This is an optimization exercise on Yosys and OpenROAD, whose aim is small area, a short achievable clock period and few clock cycles per item, not a production implementation.
At most, simulation tests tie the RTL to the original design; equivalence was not proved.
Only the layout flow was run in run 2; the RTL was not checked for function there.
Power is estimated from default activity; no workload was simulated.

`flow/standard.sh`:
```
#!/bin/bash
# synth_recipe.tcl (not shown) runs the flow's synth.tcl, then flattens the netlist and writes it again
# the make line also repeats each setting of config.mk as NAME=value (left out here)
make -C /OpenROAD-flow-scripts/flow DESIGN_CONFIG=/design/flow/config.mk WORK_HOME=/design/flow/orfs CLKGATE_MAP_FILE= SYNTH_SCRIPT=/design/flow/synth_recipe.tcl "${@:-finish}"
```
`flow/flow/run.sh`:
```
#!/bin/bash
# The standard layout, except that the port buffers are buf_4 cells rather
# than the buffer_ports default, so that the resizer can size them.
set -euo pipefail
export BUFFER_PORTS_ARGS="-buffer_cell sky130_fd_sc_hd__buf_4"
bash standard.sh > standard.log 2>&1
```
`flow/design.v`:
```
package alu_pkg;
  localparam int reg_w   = 64;
  localparam int imm_w   = 32;
  localparam int flags_w = 16;
  localparam int adr_w   = 3;
endpackage
`timescale 1ns/10ps
module alu_unit (
  input  logic        clk,
  input  logic        rst,
  input  logic        bus_cyc,
  input  logic        bus_stb,
  input  logic        bus_we,
  input  logic [2:0]  bus_adr,
  input  logic [63:0] bus_wdata,
  output logic        bus_ack,
  output logic [63:0] bus_rdata
);
  logic [63:0] s_q;
  logic [63:0] t_q;
  logic        c_valid;
  logic [63:0] c_pp;
  logic [63:0] c_gg;
  logic [5:0]  c_sh;
  logic        c_sub;
  logic        c_cfuse;
  logic        c_arith;
  logic        c_keep;
  logic        c_zero;
  logic        c_and;
  logic        c_or;
  logic        c_xor;
  logic        c_sll;
  logic        c_mov;
  logic [3:0]  c_w;
  logic [1:0]  c_wn;
  logic [63:0] q_d    [4];
  logic        q_cf   [4];
  logic        q_of   [4];
  logic        q_keep [4];
  logic        q_zero [4];
  logic [1:0]  q_w    [4];
  logic [1:0]  wr_ptr;
  logic [1:0]  rd_ptr;
  logic [3:0]  count;     
  logic        chain_cf;
  logic [4:0]  last_f;    
  logic        pres;
  logic        rd_res;
  logic        wr_acc;
  logic        rd_acc;
  logic        cmd_wr;
  logic [63:0] head;
  logic        slow_q;
  logic        slow_rd;
  logic        slow_nx;
  logic [1:0]  rd_next;
  logic [3:0]  o_slow;
  logic [3:0]  o_s;
  logic [3:0]  o_t;
  logic [3:0]  o_h;
  logic [1:0]  o_p [4];
  assign pres    = bus_cyc && bus_stb;
  assign rd_res  = !bus_we && (bus_adr == 3'd3);
  assign slow_rd = !bus_we && !bus_adr[2] && !(bus_adr[1] && bus_adr[0]);
  assign slow_nx = pres && slow_rd && !slow_q;
  assign bus_ack = pres && (bus_we || bus_adr[2] ||
                            ((bus_adr[1] && bus_adr[0]) ? count[0] : slow_q));
  assign wr_acc  = pres && bus_we;
  assign rd_acc  = pres && rd_res && count[0];
  assign cmd_wr  = wr_acc && (bus_adr == 3'd2);
  assign rd_next = rd_acc ? rd_ptr + 2'd1 : rd_ptr;
  for (genvar k = 0; k < 4; k++) begin : g_out
    logic       nx;
    logic [1:0] p_nx;
    logic       z_nx;
    logic [15:0] d;
    assign nx   = pres && slow_rd && !o_slow[k];
    assign p_nx = rd_acc ? o_p[k] + 2'd1 : o_p[k];
    assign z_nx = (c_valid && wr_ptr == p_nx) ? c_zero : q_zero[p_nx];
    always_ff @(posedge clk) begin
      if (rst) begin
        o_slow[k] <= 1'b0;
        o_p[k]    <= '0;
      end else begin
        o_slow[k] <= nx;
        o_p[k]    <= p_nx;
      end
      o_s[k] <= nx && (bus_adr == 3'd0);
      o_t[k] <= nx && (bus_adr == 3'd1);
      o_h[k] <= !nx && !z_nx;
    end
    assign d = q_d[o_p[k]][16*k +: 16];
    assign head[16*k +: 16] = d;
    assign bus_rdata[16*k +: 16] = ({16{o_s[k]}} & s_q[16*k +: 16]) |
                                   ({16{o_t[k]}} & t_q[16*k +: 16]) |
                                   ({16{o_h[k] && !bus_adr[2]}} & d) |
                                   ((k == 0) ? ({16{bus_adr == 3'd4}} &
                                                {4'd0, last_f[4], 3'd0, last_f[3], last_f[2],
                                                 3'd0, last_f[1], 1'b0, last_f[0]}) : 16'd0);
  end
  logic       h_sf;
  logic [4:0] h_f;
  always_comb begin
    case (q_w[rd_ptr])
      2'd0:    h_sf = head[7];
      2'd1:    h_sf = head[15];
      2'd2:    h_sf = head[31];
      default: h_sf = head[63];
    endcase
    if (q_keep[rd_ptr]) begin
      h_f = last_f;
    end else begin
      h_f = {q_of[rd_ptr], h_sf, head == 64'd0, ~^head[7:0], q_cf[rd_ptr]};
    end
  end
  logic [3:0]  op;
  logic        d_sub;
  logic [63:0] d_t;
  logic [63:0] d_tx;
  assign op    = bus_wdata[3:0];
  assign d_sub = (op == 4'd1) || (op == 4'd3) || (op == 4'd9);
  assign d_t   = bus_wdata[6] ? {{32{bus_wdata[38]}}, bus_wdata[38:7]} : t_q;
  assign d_tx  = d_sub ? ~d_t : d_t;
  logic        cin;
  logic [63:0] pp;
  logic [63:0] gg;
  logic [63:0] gk [7];
  logic [63:0] pk [7];
  logic [63:0] carries;
  logic        cout;
  logic [63:0] sum;
  logic        c_hi;
  logic        c_lo;
  logic [63:0] mask;
  logic [63:0] shl;
  logic [63:0] braw;
  logic [63:0] r;
  logic        cf_new;
  logic        of_new;
  assign cin = c_sub ^ (c_cfuse && chain_cf);
  assign pp  = c_pp;
  assign gg  = c_gg;
  assign gk[0] = gg;
  assign pk[0] = pp;
  for (genvar l = 0; l < 6; l++) begin : g_ks
    for (genvar i = 0; i < 64; i++) begin : g_bit
      if ((i >> l) % 2 == 1) begin : g_op
        assign gk[l+1][i] = gk[l][i] | (pk[l][i] & gk[l][((i >> l) << l) - 1]);
        assign pk[l+1][i] = pk[l][i] & pk[l][((i >> l) << l) - 1];
      end else begin : g_pass
        assign gk[l+1][i] = gk[l][i];
        assign pk[l+1][i] = pk[l][i];
      end
    end
  end
  assign carries = {gk[6][62:0] | (pk[6][62:0] & {63{cin}}), cin};
  assign cout    = gk[6][63] | (pk[6][63] & cin);
  assign sum     = pp ^ carries;
  assign mask = {{32{c_w[3]}}, {16{c_w[3] | c_w[2]}}, {8{!c_w[0]}}, 8'hff};
  always_comb begin
    case (1'b1)
      c_w[0]:  begin c_hi = carries[8];  c_lo = carries[7];  end
      c_w[1]:  begin c_hi = carries[16]; c_lo = carries[15]; end
      c_w[2]:  begin c_hi = carries[32]; c_lo = carries[31]; end
      default: begin c_hi = cout;        c_lo = carries[63]; end
    endcase
  end
  assign shl  = s_q << c_sh;
  assign braw = ({64{c_and}} & gg) |
                ({64{c_or}}  & (pp | gg)) |
                ({64{c_xor}} & pp) |
                ({64{c_sll}} & shl) |
                ({64{c_mov}} & (pp ^ s_q));
  assign r      = (c_arith ? sum : braw) & mask;
  assign cf_new = c_arith && (c_hi ^ c_sub);
  assign of_new = c_arith && (c_hi ^ c_lo);
  always_ff @(posedge clk) begin
    if (rst) begin
      c_valid  <= 1'b0;
      slow_q   <= 1'b0;
      wr_ptr   <= '0;
      rd_ptr   <= '0;
      count    <= '0;
      chain_cf <= 1'b0;
      last_f   <= '0;
    end else begin
      c_valid <= cmd_wr;
      slow_q  <= slow_nx;
      if (c_valid) begin
        wr_ptr <= wr_ptr + 2'd1;
        if (!c_keep) chain_cf <= cf_new;
      end
      if (rd_acc) begin
        rd_ptr <= rd_next;
        last_f <= h_f;
      end
      case ({c_valid, rd_acc})
        2'b10:   count <= {count[2:0], 1'b1};
        2'b01:   count <= {1'b0, count[3:1]};
        default: count <= count;
      endcase
    end
  end
  always_ff @(posedge clk) begin
    if (wr_acc && bus_adr == 3'd0) s_q <= bus_wdata;
    if (wr_acc && bus_adr == 3'd1) t_q <= bus_wdata;
    c_pp    <= s_q ^ d_tx;
    c_gg    <= s_q & d_tx;
    c_sh    <= d_t[5:0];
    c_sub   <= d_sub;
    c_cfuse <= (op == 4'd2) || (op == 4'd3);
    c_arith <= (op <= 4'd3) || (op == 4'd9);
    c_keep  <= (op == 4'd8) || (op >= 4'd11);
    c_zero  <= (op == 4'd9) || (op == 4'd10);
    c_and   <= (op == 4'd4) || (op == 4'd10);
    c_or    <= (op == 4'd5);
    c_xor   <= (op == 4'd6);
    c_sll   <= (op == 4'd7);
    c_mov   <= (op == 4'd8) || (op >= 4'd11);
    c_w     <= 4'b0001 << bus_wdata[5:4];
    c_wn    <= bus_wdata[5:4];
    if (c_valid) begin
      q_d[wr_ptr]    <= r;
      q_cf[wr_ptr]   <= cf_new;
      q_of[wr_ptr]   <= of_new;
      q_keep[wr_ptr] <= c_keep;
      q_zero[wr_ptr] <= c_zero;
      q_w[wr_ptr]    <= c_wn;
    end
  end
endmodule
```
`flow/constraint.sdc`:
```
create_clock -name core_clock -period 5.5 [get_ports {clk}]
set_input_delay 1.1000 -clock core_clock [delete_from_list [all_inputs] [get_ports {clk}]]
set_output_delay 1.1000 -clock core_clock [all_outputs]
set_load 0.01 [all_outputs]
```
`flow/config.mk`:
```
export PLATFORM = sky130hd
export DESIGN_NAME = alu_unit
export DESIGN_NICKNAME = alu_unit
export VERILOG_FILES = /design/flow/design.v
export SDC_FILE = /design/flow/constraint.sdc
export NUM_CORES = 4
export LEC_CHECK = 0
export CAP_MARGIN = 20
export CORE_MARGIN = 2
export CORE_UTILIZATION = 55
export CTS_CLUSTER_DIAMETER = 80
export CTS_CLUSTER_SIZE = 30
export PLACE_DENSITY = 0.7
export SETUP_SLACK_MARGIN = 2.0
export SLEW_MARGIN = 20
```
==> results of run 1 <==
power by group:
group	internal (mW)	switching [mW]	leakage [nW]
clock network	1.10	1.51	0.476
logic	0.525	0.810	6.85
registers	4.94	0.202	5.29
layout by cell type, fill, tap and decap left out, types with 10 or more instances in the layout:
| master | netlist | layout |
|---|---|---|
| edfxtp_1 | 408 | 408 |
| buf_4 | 11 | 205 |
| nand2_1 | 187 | 187 |
| dfxtp_1 | 191 | 179 |
| a21oi_1 | 150 | 149 |
| mux4_2 | 138 | 138 |
| nor2_1 | 130 | 127 |
| xor2_1 | 94 | 94 |
| mux2i_1 | 96 | 93 |
| inv_1 | 92 | 92 |
| xnor2_1 | 80 | 80 |
| o21ai_0 | 77 | 76 |
| ha_1 | 74 | 74 |
| a222oi_1 | 64 | 64 |
| mux2_2 | 49 | 49 |
| a221o_1 | 46 | 46 |
| nor3_1 | 48 | 46 |
| a211oi_1 | 44 | 44 |
| a221oi_1 | 42 | 41 |
| clkbuf_16 | 0 | 32 |
| nor4_1 | 26 | 23 |
| nand3_1 | 22 | 22 |
| nand2b_1 | 15 | 15 |
| and2_1 | 18 | 14 |
| o211ai_1 | 14 | 14 |
| nand4_1 | 13 | 13 |
| a31oi_1 | 13 | 13 |
| buf_12 | 0 | 13 |
| buf_6 | 4 | 13 |
| and3_1 | 11 | 11 |
| nor2b_1 | 15 | 11 |
| o221ai_1 | 11 | 11 |
| or3_1 | 10 | 10 |
| dfxtp_4 | 0 | 10 |
worst max-delay path, stage by stage, from the launching register on:
cell and delay [ns]:
dfxtp_4 0.38, buf_12 0.14, buf_12 0.13, buf_4 0.10, mux4_2 0.54, a222oi_1 0.33, inv_1 0.11, buf_6 0.14
metrics by stage:
step / std cells / hold slack [ns] / instance area [um^2] / setup WS, ns
3_3_place_gp: 3265 / 0.411 / 32600 / 1.65
5_1_grt: 3373 / 0.494 / 34500 / 1.84
6_report: 3375 / 0.452 / 34500 / 1.89
4_1_cts: 3349 / 0.456 / 34100 / 1.95
3_5_place_dp: 3267 / 0.434 / 32700 / 1.67
2_1_floorplan: 2523 / 0.401 / 31100 / 2.23
metal layers:
metal,wire length (um),vias up
li1,-,9922
met1,41300,11600
met3,10100,186
met5,0,-
met4,3700,0
met2,46300,1363
cells by family (layout without fill, tap and decap cells):
family / after synthesis / count (layout)
AND/OR/NAND/NOR: 533 / 533
AO/OA/AOI/OAI: 570 / 570
multiplexers: 283 / 283
adder cells (fa/ha/maj): 74 / 74
flip-flops: 599 / 599
XOR/XNOR: 174 / 174
other: 0 / 2
buffers and inverters: 290 / 384
path summary, 6_finish.rpt:
kind / start / end / slack, ns / cells past startpoint
max: o_p[3][0] / bus_rdata[58] / 1.89 / 7
min reg2reg: slow_q / slow_q / 0.45 / 1
min: slow_q / slow_q / 0.45 / 1
max reg2reg: s_q[1] / q_d[1][27] / 2.06 / 7
state kept, by name, indices dropped and copies added, names as in the netlist, 5 cells and up, named ones only:
name	flops
last_f	5
q_w	8
c_pp	64
s_q	64
o_p	8
q_d	256
c_gg	64
c_sh	6
t_q	64
timing repair:
| action | in CTS | in global routing |
|---|---|---|
| cloned | 1 | 2 |
| setup buffers | 29 | 22 |
| pin swaps | 16 | 29 |
| setup endpoints to repair | 145 | 121 |
| resized for setup | 33 | 33 |
cell type report:
type / instances / share of cell area, %
flip-flops and latches: 599 / 46.7
multi-input cells: 1634 / 40.5
repair buffers: 237 / 6.08
well taps: 756 / 2.74
clock buffers: 40 / 2.34
inverters: 95 / 1.04
clock inverters: 12 / 0.537
diodes: 2 / 0.0145
==> results.py, run 1 <==
metrics = {
    "yosys": {
        "seq_area_frac_synth_pct": 51.8,
        "synthSimpleGateAreaFrac_pct": 8.07,
        "synth_edf_count": 408,
        "synthDominantCellAreaShare_pct": 39.5,
        "syn-num-nets": 2669,
        "muxShareOfSynthArea_pct": 14.9,
        "yosysMostFrequentCell": "edfxtp_1",
        "yosys-top-cells-area": "edfxtp_1, dfxtp_1, mux4_2",
        "yosysTopAreaCell": "edfxtp_1",
        "synth_cell_types": 87,
        "ys.flop_type": "edfxtp_1",
        "synth_xor_area_share_pct": 4.91,
        "synth-compound-area-share_pct": 13.6,
        "avgSynthCellArea_um2": 12.3,
        "synth_top_family_by_area": "multiplexers",
        "ys_seq_elements": 599,
        "yosys-top-cells-count": "edfxtp_1, dfxtp_1, nand2_1",
        "netlist_area_um2": 31100,
        "yosysWarnings": 4,
        "synth_fa_ha_area_share_pct": 2.98,
        "syn_inst": 2523,
        "async_reset_ff_share_pct": 0,
    },
    "sta": {
        "slew_violations": 0,
        "final-setup-viol-count": 0,
        "fin_worst_skew_ns": 0.0252,
        "worst_slew_pin_slew_ns": 1.15,
        "timing.fmax_mhz": 277,
        "setup_tns_ns": 0,
        "rsz0062_at_grt": "true",
        "period_needed_ns": 3.61,
        "relSlewSlack_pct": 23.7,
        "post-route-period-util_pct": 65.6,
        "hold_viol_final": 0,
    },
    "global_route": {
        "overflow": 0,
        "grtUsageMet3_pct": 5.42,
        "grt_pass1_vias": 22000,
        "grt_util_met1_pct": 49.2,
        "grt_antenna_before_repair": 5,
        "grt_pass1_wl_um": 149000,
        "grt_max_degree": 65,
        "busiest_layer": "met2",
        "grt_usage_pct": 34.0,
        "gr-usage-met2_pct": 52.7,
    },
    "route": {
        "wl_per_cell_um": 30.0,
        "drt_iter0_drc": 3153,
        "drt_wl_total_um": 101000,
        "ant_nets": 0,
        "dr.pass1.iters": 9,
        "viasPerCell": 6.85,
        "drc": 0,
        "route.vias.total": 23100,
    },
    "placement": {
        "buffer_ports.inserted": 136,
        "hpwl_um": 73600,
        "place.gp.congestion": 0.995,
    },
    "power": {
        "irDropWorstVdd_v": 0.000302,
        "p_per_area_nw_per_um2": 263,
        "p_leak_nw": 12.6,
        "power_mw": 9.08,
    },
    "status": {
        "status": "timing/DRC/antenna clean",
    },
    "cts": {
        "cts-htree-levels": 1,
        "cts_buffers": 28,
        "clk_path_buf_depth": 3,
        "root_buffer": "clkbuf_16",
        "cts_hold_buf": 0,
        "cts_sinks": 599,
        "clk-insertion-delay-late_ns": 0.63,
        "clk_pin_slew_ns": 0.11,
        "cts_tree": "yes",
    },
    "layout": {
        "layout.nets": 2741,
        "area_growth_pct": 11.1,
        "finish.utilization_pct": 61.6,
        "seqCellArea_um2": 16100,
        "drive_above_1_share_pct": 20.5,
        "fillers": 4430,
        "multi_input_area_um2": 14000,
    },
    "floorplanning": {
        "die_h_um": 242,
        "start_util_pct": 55.4,
        "dieArea_um2": 58400,
        "die_x_um": 242,
        "num_rows": 87,
        "ioPinCount": 137,
        "core_area_um2": 56100,
    },
    "job": {
        "maxCapViolCount": 0,
    },
    "worst_setup_path": {
        "critPathKind": "reg -> out",
        "worst-path-max-fanout": 5,
        "crit_path_end_kind": "primary output",
        "cp.required_ns": 4.40,
        "worstPathArrival_ns": 2.51,
        "startpoint_type": "flop",
    },
    "hold_path": {
        "min_path_type": "reg -> reg",
    },
}
Testbench counts, summed over its fixed seeds: cycles 11,245, ops 3,200.
==> run 2: changes to the inputs <==
--- a/flow/design.v
+++ b/flow/design.v
@@ -52,3 +52,2 @@
   logic        cmd_wr;
-  logic [63:0] head;
   logic        slow_q;
@@ -56,3 +55,2 @@
   logic        slow_nx;
-  logic [1:0]  rd_next;
   logic [3:0]  o_slow;
@@ -60,10 +58,11 @@
   logic [3:0]  o_t;
-  logic [3:0]  o_h;
+  logic [3:0]  o_e [4];
   logic [1:0]  o_p [4];
+  logic        o_f;
+  logic [3:0]  zero_nx;    
   assign pres    = bus_cyc && bus_stb;
   assign rd_res  = !bus_we && (bus_adr == 3'd3);
-  assign slow_rd = !bus_we && !bus_adr[2] && !(bus_adr[1] && bus_adr[0]);
+  assign slow_rd = !bus_we && (bus_adr != 3'd3);
   assign slow_nx = pres && slow_rd && !slow_q;
-  assign bus_ack = pres && (bus_we || bus_adr[2] ||
-                            ((bus_adr[1] && bus_adr[0]) ? count[0] : slow_q));
+  assign bus_ack = pres && (bus_we || ((bus_adr == 3'd3) ? count[0] : slow_q));
   assign wr_acc  = pres && bus_we;
@@ -71,7 +70,8 @@
   assign cmd_wr  = wr_acc && (bus_adr == 3'd2);
-  assign rd_next = rd_acc ? rd_ptr + 2'd1 : rd_ptr;
+  for (genvar j = 0; j < 4; j++) begin : g_znx
+    assign zero_nx[j] = (c_valid && wr_ptr == j) ? c_zero : q_zero[j];
+  end
   for (genvar k = 0; k < 4; k++) begin : g_out
-    logic       nx;
-    logic [1:0] p_nx;
-    logic       z_nx;
+    logic        nx;
+    logic [1:0]  p_nx;
     logic [15:0] d;
@@ -79,3 +79,2 @@
     assign p_nx = rd_acc ? o_p[k] + 2'd1 : o_p[k];
-    assign z_nx = (c_valid && wr_ptr == p_nx) ? c_zero : q_zero[p_nx];
     always_ff @(posedge clk) begin
@@ -90,28 +89,37 @@
       o_t[k] <= nx && (bus_adr == 3'd1);
-      o_h[k] <= !nx && !z_nx;
-    end
-    assign d = q_d[o_p[k]][16*k +: 16];
-    assign head[16*k +: 16] = d;
-    assign bus_rdata[16*k +: 16] = ({16{o_s[k]}} & s_q[16*k +: 16]) |
-                                   ({16{o_t[k]}} & t_q[16*k +: 16]) |
-                                   ({16{o_h[k] && !bus_adr[2]}} & d) |
-                                   ((k == 0) ? ({16{bus_adr == 3'd4}} &
-                                                {4'd0, last_f[4], 3'd0, last_f[3], last_f[2],
-                                                 3'd0, last_f[1], 1'b0, last_f[0]}) : 16'd0);
-  end
-  logic       h_sf;
+      for (int j = 0; j < 4; j++) begin
+        o_e[k][j] <= !nx && (p_nx == j) && !zero_nx[j];
+      end
+    end
+    always_comb begin
+      d = ({16{o_s[k]}} & s_q[16*k +: 16]) | ({16{o_t[k]}} & t_q[16*k +: 16]);
+      for (int j = 0; j < 4; j++) begin
+        d = d | ({16{o_e[k][j]}} & q_d[j][16*k +: 16]);
+      end
+    end
+    if (k == 0) begin : g_fl
+      assign bus_rdata[15:0] = d | ({16{o_f}} & {4'd0, last_f[4], 3'd0, last_f[3], last_f[2],
+                                                 3'd0, last_f[1], 1'b0, last_f[0]});
+    end else begin : g_nfl
+      assign bus_rdata[16*k +: 16] = d;
+    end
+  end
+  logic [3:0] e_zf;
+  logic [3:0] e_pf;
+  logic [3:0] e_sf;
   logic [4:0] h_f;
-  always_comb begin
-    case (q_w[rd_ptr])
-      2'd0:    h_sf = head[7];
-      2'd1:    h_sf = head[15];
-      2'd2:    h_sf = head[31];
-      default: h_sf = head[63];
-    endcase
-    if (q_keep[rd_ptr]) begin
-      h_f = last_f;
-    end else begin
-      h_f = {q_of[rd_ptr], h_sf, head == 64'd0, ~^head[7:0], q_cf[rd_ptr]};
-    end
-  end
+  for (genvar j = 0; j < 4; j++) begin : g_ef
+    assign e_zf[j] = (q_d[j] == 64'd0);
+    assign e_pf[j] = ~^q_d[j][7:0];
+    always_comb begin
+      case (q_w[j])
+        2'd0:    e_sf[j] = q_d[j][7];
+        2'd1:    e_sf[j] = q_d[j][15];
+        2'd2:    e_sf[j] = q_d[j][31];
+        default: e_sf[j] = q_d[j][63];
+      endcase
+    end
+  end
+  assign h_f = q_keep[rd_ptr] ? last_f :
+               {q_of[rd_ptr], e_sf[rd_ptr], e_zf[rd_ptr], e_pf[rd_ptr], q_cf[rd_ptr]};
   logic [3:0]  op;
@@ -194,3 +202,3 @@
       if (rd_acc) begin
-        rd_ptr <= rd_next;
+        rd_ptr <= rd_ptr + 2'd1;
         last_f <= h_f;
@@ -205,2 +213,3 @@
   always_ff @(posedge clk) begin
+    o_f <= slow_nx && (bus_adr == 3'd4);
     if (wr_acc && bus_adr == 3'd0) s_q <= bus_wdata;
==> flow/run.sh (new file) <==
#!/bin/bash
# synth_recipe.tcl (not shown) runs the flow's synth.tcl, then flattens the netlist and writes it again
# the make line also repeats each setting of config.mk as NAME=value (left out here)
make -C /OpenROAD-flow-scripts/flow DESIGN_CONFIG=/design/flow/config.mk WORK_HOME=/design/flow/orfs CLKGATE_MAP_FILE= SYNTH_SCRIPT=/design/flow/synth_recipe.tcl finish
--- a/flow/config.mk
+++ b/flow/config.mk
@@ -9,6 +9,3 @@
 export CORE_MARGIN = 2
-export CORE_UTILIZATION = 55
-export CTS_CLUSTER_DIAMETER = 80
-export CTS_CLUSTER_SIZE = 30
-export PLACE_DENSITY = 0.7
+export CORE_UTILIZATION = 40
 export SETUP_SLACK_MARGIN = 2.0
removed: flow/flow/run.sh
removed: flow/standard.sh
==> run 2 against run 1 <==
Against the previous run:
- first-iteration DRC count rose by 5.4%
- clock power is 84% higher
- worst setup slack worse by 0.10 ns
- still clean on timing, DRC and antenna
- largest power group unchanged
- clock skew up 0.0044 ns
- routed wire length up 21%
- global-route usage decreased by 3.7 points
- final area rose by 4.4%
- critical path depth up 1
- fmax is 2.8% lower
==> results.py, run 2 <==
metrics = {
    "worst_setup_path": {
        "crit_path_end_kind": "flop",
        "crit_end": "q_d[2][38]",
        "worst-path-max-fanout": 8,
        "reg2reg_from": "c_pp[29]",
        "r2r_slack_ns": 1.79,
        "r2r_end": "q_d[2][38]",
        "r2r_cells": 8,
        "cp.required_ns": 5.78,
        "crit_start": "c_pp[29]",
        "startpoint_type": "flop",
        "critPathKind": "reg -> reg",
        "worstPathArrival_ns": 3.99,
    },
    "power": {
        "p_clk_share_pct": 41.9,
        "power_mw": 11.4,
        "power.internal_mw": 8.44,
        "swShare_pct": 26.2,
        "p_per_area_nw_per_um2": 317,
        "power_frac_seq_pct": 46.0,
        "p_switching_mw": 2.99,
        "p_leak_nw": 12.6,
        "irDropWorstVdd_v": 0.000199,
        "combPwrFrac_pct": 12.0,
    },
    "route": {
        "wl_per_cell_um": 32.3,
        "dr.pass1.iters": 6,
        "route.vias.total": 24500,
        "viasPerCell": 6.47,
        "drt_wl_total_um": 123000,
        "drt_iter0_drc": 3322,
        "drc": 0,
        "ant_nets": 0,
    },
    "cts": {
        "cts-htree-levels": 3,
        "cts_tree": "yes",
        "cts_sinks": 612,
        "root_buffer": "clkbuf_16",
        "clk_path_buf_depth": 3,
        "cts_buffers": 69,
        "clk_pin_slew_ns": 0.06,
        "clk-insertion-delay-late_ns": 0.65,
    },
    "placement": {
        "buffer_ports.inserted": 136,
        "dp.cells": 3651,
        "preCtsSetupSlack_ns": 1.50,
        "place_area_um2": 33300,
        "place.gp.congestion": 0.992,
        "hpwl_um": 90800,
    },
    "layout": {
        "fin_area_um2": 36000,
        "drive_above_1_share_pct": 14.4,
        "mostFrequentLayoutCell": "edfxtp_1",
        "largest_register_ffs": 256,
        "layout_common_cells": "edfxtp_1, a22oi_1, dfxtp_1",
        "top_register": "q_d",
        "layout.nets": 2853,
        "area_growth_pct": 16.3,
        "finish.utilization_pct": 46.7,
        "fin_cells": 3791,
    },
    "floorplanning": {
        "die_x_um": 282,
        "ioPinCount": 137,
        "start_util_pct": 40.2,
        "core_area_um2": 77100,
        "die_h_um": 282,
        "num_rows": 102,
        "dieArea_um2": 79700,
    },
    "hold_path": {
        "hp-start": "o_slow[3]",
        "min_path_type": "reg -> reg",
    },
    "yosys": {
        "yosys-top-cells-area": "edfxtp_1, dfxtp_1, a22oi_1",
        "ys_seq_elements": 612,
        "synth_edf_count": 408,
        "synthDominantCellAreaShare_pct": 39.5,
        "avgSynthCellArea_um2": 11.8,
        "seq_area_frac_synth_pct": 52.7,
        "yosysWarnings": 5,
        "async_reset_ff_share_pct": 0,
        "ys.flop_type": "edfxtp_1",
        "yosysTopAreaCell": "edfxtp_1",
        "netlist_area_um2": 31000,
        "yosysMostFrequentCell": "edfxtp_1",
        "yosys-top-cells-count": "edfxtp_1, dfxtp_1, a22oi_1",
        "synth_cell_types": 84,
        "syn-num-nets": 2786,
        "syn_inst": 2628,
    },
    "status": {
        "status": "timing/DRC/antenna clean",
    },
    "sta": {
        "worst_slew_pin_slew_ns": 1.27,
        "hold_slack_ns": 0.481,
        "final-setup-viol-count": 0,
        "rsz0062_at_grt": "true",
        "period_needed_ns": 3.71,
        "timing.fmax_mhz": 270,
        "setup_ws_ns": 1.79,
        "post-route-period-util_pct": 67.5,
        "relSlewSlack_pct": 14.5,
        "hold_viol_final": 0,
        "setup_tns_ns": 0,
        "fin_worst_skew_ns": 0.0296,
        "slew_violations": 0,
    },
    "global_route": {
        "overflow": 0,
        "grt_pass1_wl_um": 172000,
        "grt_pass1_vias": 23300,
        "grt_max_degree": 72,
        "grt_antenna_before_repair": 2,
        "grt_usage_pct": 30.3,
    },
    "job": {
        "maxCapViolCount": 0,
    },
}
==> run 2: changes by cell type after synthesis, sizes merged, moves of 24 or more <==
cell	before	now
a222oi	64	5
a22oi	1	187
inv	95	61
mux2i	96	122
mux4	138	57
nand2	188	146
nand3	22	82
nor2	130	106
nor4	26	55
==> run 2: cell families (layout without fill, tap and decap cells) <==
kind of cell | count (synthesis) | in the layout | share of synthesized area, %
muxes | 244 | 244 | 10.4
buffers and inverters | 266 | 388 | 3.35
adders and majority gates | 86 | 86 | 3.47
and+or+nand+nor | 542 | 542 | 8.65
AOI/OAI and AO/OA | 674 | 674 | 15.6
other | 0 | 1 | 0
DFF | 612 | 612 | 52.7
xor gates and xnor gates | 204 | 204 | 5.77
==> run 2: worst min-delay path by stage <==
stage | to | slack [ns] | cells past startpoint
2_1_floorplan | o_f | 0.42 | 1
3_3_place_gp | slow_q | 0.44 | 1
3_5_place_dp | slow_q | 0.46 | 1
4_1_cts | o_t[0] | 0.49 | 1
5_1_grt | o_t[0] | 0.50 | 1
6_report | o_s[3] | 0.48 | 1
==> run 2: power groups by stage <==
| stage | Clock, mW | Sequential [mW] | Combinational (mW) |
|---|---|---|---|
| floorplan | 0 | 5.21 | 0.912 |
| global placement | 0 | 5.36 | 1.28 |
| detailed placement | 0 | 5.36 | 1.28 |
| CTS | 4.85 | 5.25 | 1.32 |
| global route | 5.03 | 5.27 | 1.46 |
| finish | 4.79 | 5.26 | 1.37 |
==> run 2: what timing repair did <==
item                                    CTS  global route
pin swaps                                 1             1
gates resized for setup                  46            21
endpoints found under the setup margin  151           104
hold buffers                              0             0
setup buffers                             7             6
==> run 2: final cells by class <==
type	instances	area (um^2)
fill	6995	41100
sequential	612	16400
multi-input combinational	1750	13800
timing repair buffer	201	1940
clock buffer	86	1880
tap	1040	1300
clock inverter	40	483
inverter	61	231
antenna	1	2.50
==> run 2: worst max-delay path, stage by stage (launching register included) <==
cell	delay, ns
dfxtp_1	0.39
a21o_1	0.20
a21o_1	0.22
a221o_1	0.49
nand3b_1	0.36
a211o_1	0.40
a31o_2	0.29
xnor2_1	0.12
a211oi_1	0.89
==> run 2: routing by layer <==
metal  track usage, %  routed length, um  part of all wire, %
met5                0                 11               0.0090
met1             41.7              49500                   40
met2             45.9              53800                   44
met4             15.2               6790                  5.5
met3             5.60              12500                   10

[static timing again, ports no longer ideal]
How much do the figures lean on ideal ports? The routed layouts below were timed once more, with nothing changed but the port constraints. Step 1 (the two cells are an assumption about what drives the block):
set clk [get_ports {clk}]
set_driving_cell -lib_cell sky130_fd_sc_hd__clkbuf_16 $clk
set_driving_cell -lib_cell sky130_fd_sc_hd__buf_2 [delete_from_list [all_inputs] $clk]
Step 2 moves the port delays by t, midway between the first and last clock arrival at a register: inputs arrive t later, outputs are due t later. That takes back most of the time a late clock gives input paths. a / b / c = ideal ports / drivers / drivers and shift; a / b = the first two.
run | t, ns | slack for setup (ns) | worst register clock-pin slew, ns | worst slew at a driven data input, ns
run 1 | 0.678 | 1.893 / 1.831 / 1.816 | 0.11 / 0.11 | 0.06
run 2 | 0.703 | 1.789 / 1.789 / 1.701 | 0.06 / 0.06 | 0.05
After both steps every run listed still meets setup and hold. The setup slack of run 2, which loses most, moves by 0.000 ns with the drivers and by -0.088 ns with both steps.
